Background: an optimization exercise with open tools, aiming at small area. Do not read the settings as production practice.
Function was checked by simulation only, so behaviour that the tests miss may differ from the original.
Power figures rest on the tool's default switching activity, not on a simulated workload.

==> flow/design.v <==
`default_nettype none
module core_top (
	input  logic        clk_i,
	input  logic        rst_n_i,
	input  logic        fetch_enable_i,
	output logic        instr_req_o,
	output logic [31:0] instr_addr_o,
	input  logic        instr_gnt_i,
	input  logic        instr_rvalid_i,
	input  logic [31:0] instr_rdata_i,
	output logic        data_req_o,
	output logic        data_we_o,
	output logic [31:0] data_addr_o,
	output logic [31:0] data_wdata_o,
	input  logic        data_gnt_i,
	input  logic        data_rvalid_i,
	input  logic [31:0] data_rdata_i,
	output logic        core_busy_o
);
	localparam logic [3:0] S_CLR   = 4'd0;   
	localparam logic [3:0] S_P2W   = 4'd1;   
	localparam logic [3:0] S_WB1   = 4'd3;   
	localparam logic [3:0] S_IDLE  = 4'd4;
	localparam logic [3:0] S_FREQ  = 4'd5;   
	localparam logic [3:0] S_RDY1  = 4'd6;   
	localparam logic [3:0] S_FWAIT = 4'd7;   
	localparam logic [3:0] S_P0    = 4'd8;   
	localparam logic [3:0] S_P1    = 4'd9;   
	localparam logic [3:0] S_P2S   = 4'd10;  
	localparam logic [3:0] S_P2B   = 4'd11;  
	localparam logic [3:0] S_DREQ  = 4'd12;  
	localparam logic [3:0] S_DWAIT = 4'd13;  
	localparam logic [3:0] S_RDY3  = 4'd15;  
	logic [3:0]  state_q, state_d;
	logic [4:0]  ph_q;      
	logic        st_q;      
	logic        neq_q;     
	logic        calu_q;    
	logic        cpc_q;     
	logic [31:0] ir_q;      
	logic [4:0]  rs2_q;     
	logic [31:0] addr_q;    
	wire ph0  = (ph_q[3:0] == 4'd0);
	wire ph15 = (ph_q[3:0] == 4'd15);
	wire half = ph_q[4];
	wire in_clr = (state_q == S_CLR);
	wire in_p0  = (state_q == S_P0);
	wire in_p1  = (state_q == S_P1);
	wire in_p2b = (state_q == S_P2B);
	wire in_p2s = (state_q == S_P2S);
	wire in_p2w = (state_q == S_P2W);
	wire in_wb1 = (state_q == S_WB1);
	wire ir_ld  = (state_q == S_FWAIT) & instr_rvalid_i;
	wire [6:0] opc = ir_q[6:0];
	wire [2:0] f3  = ir_q[14:12];
	wire [6:0] f7  = ir_q[31:25];
	wire [4:0] rd  = ir_q[11:7];
	wire [4:0] rs1 = ir_q[19:15];
	wire f3_alu = (f3 == 3'b000) | (f3 == 3'b100) | (f3 == 3'b110) | (f3 == 3'b111);
	wire is_lui = (opc == 7'b0110111);
	wire is_opi = (opc == 7'b0010011) & f3_alu;
	wire is_op  = (opc == 7'b0110011) & f3_alu &
		((f7 == 7'b0000000) | ((f7 == 7'b0100000) & (f3 == 3'b000)));
	wire is_ld  = (opc == 7'b0000011) & (f3 == 3'b010);
	wire is_st  = (opc == 7'b0100011) & (f3 == 3'b010);
	wire is_br  = (opc == 7'b1100011) & (f3[2:1] == 2'b00);
	wire is_jal = (opc == 7'b1101111);
	logic [1:0] imm;
	for (genvar l = 0; l < 2; l++) begin : g_imm
		wire [4:0] bi = {ph_q[3:0], l[0]};
		logic [5:0] lo_v;
		logic [9:0] hi_v;
		logic [2:0] s_v;
		for (genvar j = 0; j < 6; j++) begin : g_lo
			assign lo_v[j] = ir_q[20 + 2*j + l];
		end
		for (genvar j = 0; j < 10; j++) begin : g_hi
			assign hi_v[j] = ir_q[12 + 2*j + l];
		end
		for (genvar j = 0; j < 3; j++) begin : g_s
			if (7 + 2*j + l <= 11) begin : g_in
				assign s_v[j] = ir_q[7 + 2*j + l];
			end else begin : g_out
				assign s_v[j] = 1'b0;
			end
		end
		wire m_lo = lo_v[ph_q[2:0]];
		wire m_hi = hi_v[ph_q[3:0] - 4'd6];
		wire m_s  = s_v[ph_q[1:0]];
		always_comb begin
			if (is_lui) imm[l] = (bi >= 5'd12) ? m_hi : 1'b0;
			else if ((bi == 5'd0) && (is_br | is_jal)) imm[l] = 1'b0;
			else if (bi <= 5'd4) imm[l] = (is_st | is_br) ? m_s : m_lo;
			else if (bi <= 5'd10) imm[l] = m_lo;
			else if (bi == 5'd11) imm[l] = is_br ? ir_q[7] : is_jal ? ir_q[20] : ir_q[31];
			else if ((bi <= 5'd19) && is_jal) imm[l] = m_hi;
			else imm[l] = ir_q[31];
		end
	end
	wire [1:0] four = {1'b0, ph_q[3:0] == 4'd1};
	logic [31:0] pc_q;
	logic [1:0]  head [0:31];
	assign head[0] = 2'b00;   
	wire [4:0] ridx = (in_p0 | in_p2s) ? rs2_q : rs1;
	wire [1:0] rraw = head[ridx];
	wire [1:0] rdat = half ? {rraw[0], rraw[1]} : rraw;
	wire [1:0] pc_bit = pc_q[1:0];
	wire [1:0] a = is_jal ? pc_bit : is_lui ? 2'b00 : rdat;
	wire [1:0] bsel = (is_op | is_br) ? addr_q[1:0] : is_jal ? four : imm;
	wire sub = is_op & ir_q[30];
	wire [1:0] b = bsel ^ {2{sub}};
	wire c0 = ph0 ? sub : calu_q;
	wire s0 = a[0] ^ b[0] ^ c0;
	wire c1 = (a[0] & b[0]) | (a[0] & c0) | (b[0] & c0);
	wire s1 = a[1] ^ b[1] ^ c1;
	wire c2 = (a[1] & b[1]) | (a[1] & c1) | (b[1] & c1);
	logic [1:0] alu;
	always_comb begin
		if (is_op | is_opi) begin
			case (f3)
				3'b100:  alu = a ^ b;
				3'b110:  alu = a | b;
				3'b111:  alu = a & b;
				default: alu = {s1, s0};
			endcase
		end else begin
			alu = {s1, s0};
		end
	end
	wire taken = neq_q ^ ~f3[0];
	logic [1:0] inc;
	always_comb begin
		inc = 2'b00;
		if (in_p1) inc = is_jal ? imm : is_br ? 2'b00 : four;
		if (in_p2b) inc = taken ? imm : four;
	end
	wire pc0 = ph0 ? 1'b0 : cpc_q;
	wire ps0 = pc_bit[0] ^ inc[0] ^ pc0;
	wire pc1 = (pc_bit[0] & inc[0]) | (pc_bit[0] & pc0) | (inc[0] & pc0);
	wire ps1 = pc_bit[1] ^ inc[1] ^ pc1;
	wire pc2 = (pc_bit[1] & inc[1]) | (pc_bit[1] & pc1) | (inc[1] & pc1);
	wire [1:0] pc_in = in_clr ? 2'b00 : {ps1, ps0};
	wire rd_op = is_lui | is_opi | is_op | is_jal;
	wire rf_we = (in_p1 & rd_op) | ((in_wb1 | in_p2w) & ~st_q);
	wire [1:0] wval = in_p1 ? alu : addr_q[1:0];
	wire wbit = ~in_clr & (half ? wval[0] : wval[1]);
	logic [3:0] wen_hi;
	logic [7:0] wen_lo;
	for (genvar i = 0; i < 4; i++) begin : g_whi
		assign wen_hi[i] = in_clr | (rf_we & (rd[4:3] == i));
	end
	for (genvar i = 0; i < 8; i++) begin : g_wlo
		assign wen_lo[i] = in_clr | (rd[2:0] == i);
	end
	always_ff @(posedge clk_i) begin
		pc_q <= {pc_in, pc_q[31:2]};
	end
	for (genvar k = 1; k < 32; k++) begin : g_rf
		logic [31:0] q;
		wire wen = wen_hi[k >> 3] & wen_lo[k & 7];
		always_ff @(posedge clk_i) begin
			q <= {q[0], wen ? wbit : q[1], q[31:2]};
		end
		assign head[k] = q[1:0];
	end
	wire [3:0] go = fetch_enable_i ? S_FREQ : S_IDLE;
	wire [3:0] first = (is_op | is_br) ? S_P0 : S_P1;
	always_comb begin
		state_d = state_q;
		case (state_q)
			S_CLR:   if (ph15 & half) state_d = go;
			S_IDLE:  if (fetch_enable_i) state_d = S_FREQ;
			S_FREQ:  if (instr_gnt_i) state_d = S_FWAIT;
			S_FWAIT: if (instr_rvalid_i) state_d = S_RDY1;
			S_RDY1:  if (ph15) state_d = first;
			S_P0:    if (ph15) state_d = S_P1;
			S_P1:    if (ph15) state_d = is_br ? S_P2B : is_st ? S_P2S :
					is_ld ? S_DREQ : rd_op ? S_P2W : go;
			S_P2W:   if (ph15) state_d = go;
			S_P2B:   if (ph15) state_d = go;
			S_P2S:   if (ph15) state_d = S_DREQ;
			S_DREQ:  if (data_gnt_i) state_d = S_DWAIT;
			S_DWAIT: if (data_rvalid_i) state_d = S_RDY3;
			S_RDY3:  if (ph15) state_d = st_q ? S_P2W : S_WB1;
			S_WB1:   if (ph15) state_d = S_P2W;
			default: state_d = S_CLR;
		endcase
	end
	always_ff @(posedge clk_i or negedge rst_n_i) begin
		if (!rst_n_i) begin
			state_q <= S_CLR;
			ph_q    <= 5'd0;
		end else begin
			state_q <= state_d;
			ph_q    <= ph_q + 5'd1;
		end
	end
	wire ad_sh = in_clr | in_p0 | in_p1 | in_p2b | in_p2w | in_wb1;
	wire [1:0] ad_in = in_p0 ? rdat : in_wb1 ? addr_q[1:0] :
		(in_p1 & (is_ld | is_st | rd_op)) ? alu : pc_in;
	always_ff @(posedge clk_i) begin
		calu_q <= c2;
		cpc_q  <= pc2;
		if (in_p1) neq_q <= (ph0 ? 1'b0 : neq_q) | (a[0] ^ b[0]) | (a[1] ^ b[1]);
		if (in_p1 & ph15) st_q <= is_st;
		if (ir_ld) begin
			ir_q  <= instr_rdata_i;
			rs2_q <= instr_rdata_i[24:20];
		end else if (in_p2s) begin
			ir_q <= {rdat, ir_q[31:2]};
		end
		if ((state_q == S_DWAIT) & data_rvalid_i) begin
			addr_q <= data_rdata_i;
		end else if (ad_sh) begin
			addr_q <= {ad_in, addr_q[31:2]};
		end
	end
	assign instr_req_o  = (state_q == S_FREQ);
	assign instr_addr_o = addr_q;
	assign data_req_o   = (state_q == S_DREQ);
	assign data_we_o    = st_q;
	assign data_addr_o  = addr_q;
	assign data_wdata_o = ir_q;
	assign core_busy_o  = (state_q != S_IDLE);
endmodule
`default_nettype wire
Settings: LEC_CHECK=0, ABC_AREA=1, CAP_MARGIN=20, CELL_PAD_IN_SITES_DETAIL_PLACEMENT=0, CELL_PAD_IN_SITES_GLOBAL_PLACEMENT=0, CORE_MARGIN=2, CORE_UTILIZATION=60, PLACE_DENSITY=0.7, SLEW_MARGIN=20; clock period 10.0 ns.
standard.sh (not shown) runs the stock make flow with config.mk's settings and CLKGATE_MAP_FILE= SYNTH_SCRIPT=/design/flow/synth_recipe.tcl, a recipe that flattens the netlist after the stock synthesis.
==> flow/flow/run.sh <==
#!/bin/bash
set -euo pipefail
export BUFFER_PORTS_ARGS="-buffer_cell sky130_fd_sc_hd__buf_1"
export CTS_ARGS="-sink_clustering_enable -repair_clock_nets -dont_use_dummy_load -buf_list sky130_fd_sc_hd__clkbuf_8 -sink_clustering_size 22 -sink_clustering_max_diameter 50"
sed "s|SYNTH_SCRIPT=[^ ]*|SYNTH_SCRIPT=$PWD/flow/my_synth.tcl|" standard.sh > my_synth.sh
bash my_synth.sh synth > synth.log 2>&1
export SYNTH_ODB="$PWD/orfs/results/$FLOW_PLATFORM/core_top/base/1_synth.odb"
openroad -no_init -exit flow/downsize.tcl > downsize.log 2>&1
bash standard.sh > standard_flow.log 2>&1
==> flow/flow/area.abc <==
strash
dch -f
amap
topo
dnsize -c
==> flow/flow/downsize.tcl <==
# Swap every combinational cell that synthesis sized up back to its
# smallest drive strength; flip-flops and clock cells are left alone.
# Timing slack is several ns, and later repair steps size up where needed.
read_db $::env(SYNTH_ODB)
set db [ord::get_db]
set block [[$db getChip] getBlock]
set n 0
foreach inst [$block getInsts] {
  set name [[$inst getMaster] getName]
  if {![regexp {^sky130_fd_sc_hd__([a-z0-9]+)_([0-9]+)$} $name -> fn drv]} { continue }
  if {$drv <= 1} { continue }
  if {[regexp {^(df|edf|sdf|sedf|dl|clk|tap|fill|decap|conb)} $fn]} { continue }
  foreach t {1 0} {
    set m [$db findMaster sky130_fd_sc_hd__${fn}_$t]
    if {$m ne "NULL"} {
      $inst swapMaster $m
      incr n
      break
    }
  }
}
puts "downsized $n instances"
write_db $::env(SYNTH_ODB)
==> flow/flow/my_synth.tcl <==
# The standard synthesis (synth_recipe.tcl), with one change: abc maps
# the combinational logic with the area script flow/area.abc instead of
# ORFS's own. Flip-flops are mapped before abc runs, so they are unchanged.
set flow_dir [file dirname [file normalize [info script]]]
proc abc {args} {
  global flow_dir
  set i [lsearch $args -script]
  if {$i >= 0} { lset args [expr {$i + 1}] [file join $flow_dir area.abc] }
  yosys abc {*}$args
}
source [file join [file dirname $flow_dir] synth_recipe.tcl]
The first run passed the timing, DRC and antenna checks.
Then changed:
--- a/flow/design.v
+++ b/flow/design.v
@@ -17,21 +17,21 @@
 	input  logic [31:0] data_rdata_i,
 	output logic        core_busy_o
 );
 	localparam logic [3:0] S_CLR   = 4'd0;   
-	localparam logic [3:0] S_P2W   = 4'd1;   
-	localparam logic [3:0] S_WB1   = 4'd3;   
-	localparam logic [3:0] S_IDLE  = 4'd4;
-	localparam logic [3:0] S_FREQ  = 4'd5;   
-	localparam logic [3:0] S_RDY1  = 4'd6;   
-	localparam logic [3:0] S_FWAIT = 4'd7;   
-	localparam logic [3:0] S_P0    = 4'd8;   
-	localparam logic [3:0] S_P1    = 4'd9;   
-	localparam logic [3:0] S_P2S   = 4'd10;  
-	localparam logic [3:0] S_P2B   = 4'd11;  
-	localparam logic [3:0] S_DREQ  = 4'd12;  
-	localparam logic [3:0] S_DWAIT = 4'd13;  
-	localparam logic [3:0] S_RDY3  = 4'd15;  
+	localparam logic [3:0] S_IDLE  = 4'd1;
+	localparam logic [3:0] S_FREQ  = 4'd2;   
+	localparam logic [3:0] S_FWAIT = 4'd3;   
+	localparam logic [3:0] S_RDY1  = 4'd4;   
+	localparam logic [3:0] S_P0    = 4'd5;   
+	localparam logic [3:0] S_P1    = 4'd6;   
+	localparam logic [3:0] S_P2B   = 4'd7;   
+	localparam logic [3:0] S_P2W   = 4'd13;  
+	localparam logic [3:0] S_WB1   = 4'd14;  
+	localparam logic [3:0] S_P2S   = 4'd8;   
+	localparam logic [3:0] S_DREQ  = 4'd9;   
+	localparam logic [3:0] S_DWAIT = 4'd10;  
+	localparam logic [3:0] S_RDY3  = 4'd11;  
 	logic [3:0]  state_q, state_d;
 	logic [4:0]  ph_q;      
 	logic        st_q;      
 	logic        neq_q;     
Effect: Total power grows by 21%; setup slack is better by 0.042 ns; core utilization is about the same; cell area hardly moves; global-route usage drops by 1.4 points; via count hardly moves; die area rose by about 0.44%; final cell count climbs by 1.0%; combinational power grows by about 70%; clock skew increases by 0.025 ns; sequential cell count stays the same.

## re-timing with driven ports
Ports are ideal in the flow. The routed layouts listed here were re-timed in OpenROAD.
Step 1: set_driving_cell puts a clkbuf_16 on clk_i and a buf_2 on each other input, an assumption about the parent block.
Step 2 adds t to the input delays and takes it off the output delays; t is the mean of the earliest and latest rising clock arrival at the registers after step 1. Input paths then give back, and output paths get back, about the clock's delay inside the block.
a / b / c = no drivers / after step 1 / after step 2; a / b = the first two.
run | t, ns | setup WS [ns] | latest minus earliest clock arrival (ns) | worst register clock-pin slew, ns | worst data-port slew with drivers (ns)
the first run | 0.699 | 3.755 / 3.755 / 3.755 | 0.090 / 0.090 | 0.12 / 0.12 | 0.06
the second run | 0.696 | 3.797 / 3.797 / 3.797 | 0.115 / 0.116 | 0.12 / 0.12 | 0.04
After both steps every run listed still meets setup and hold.
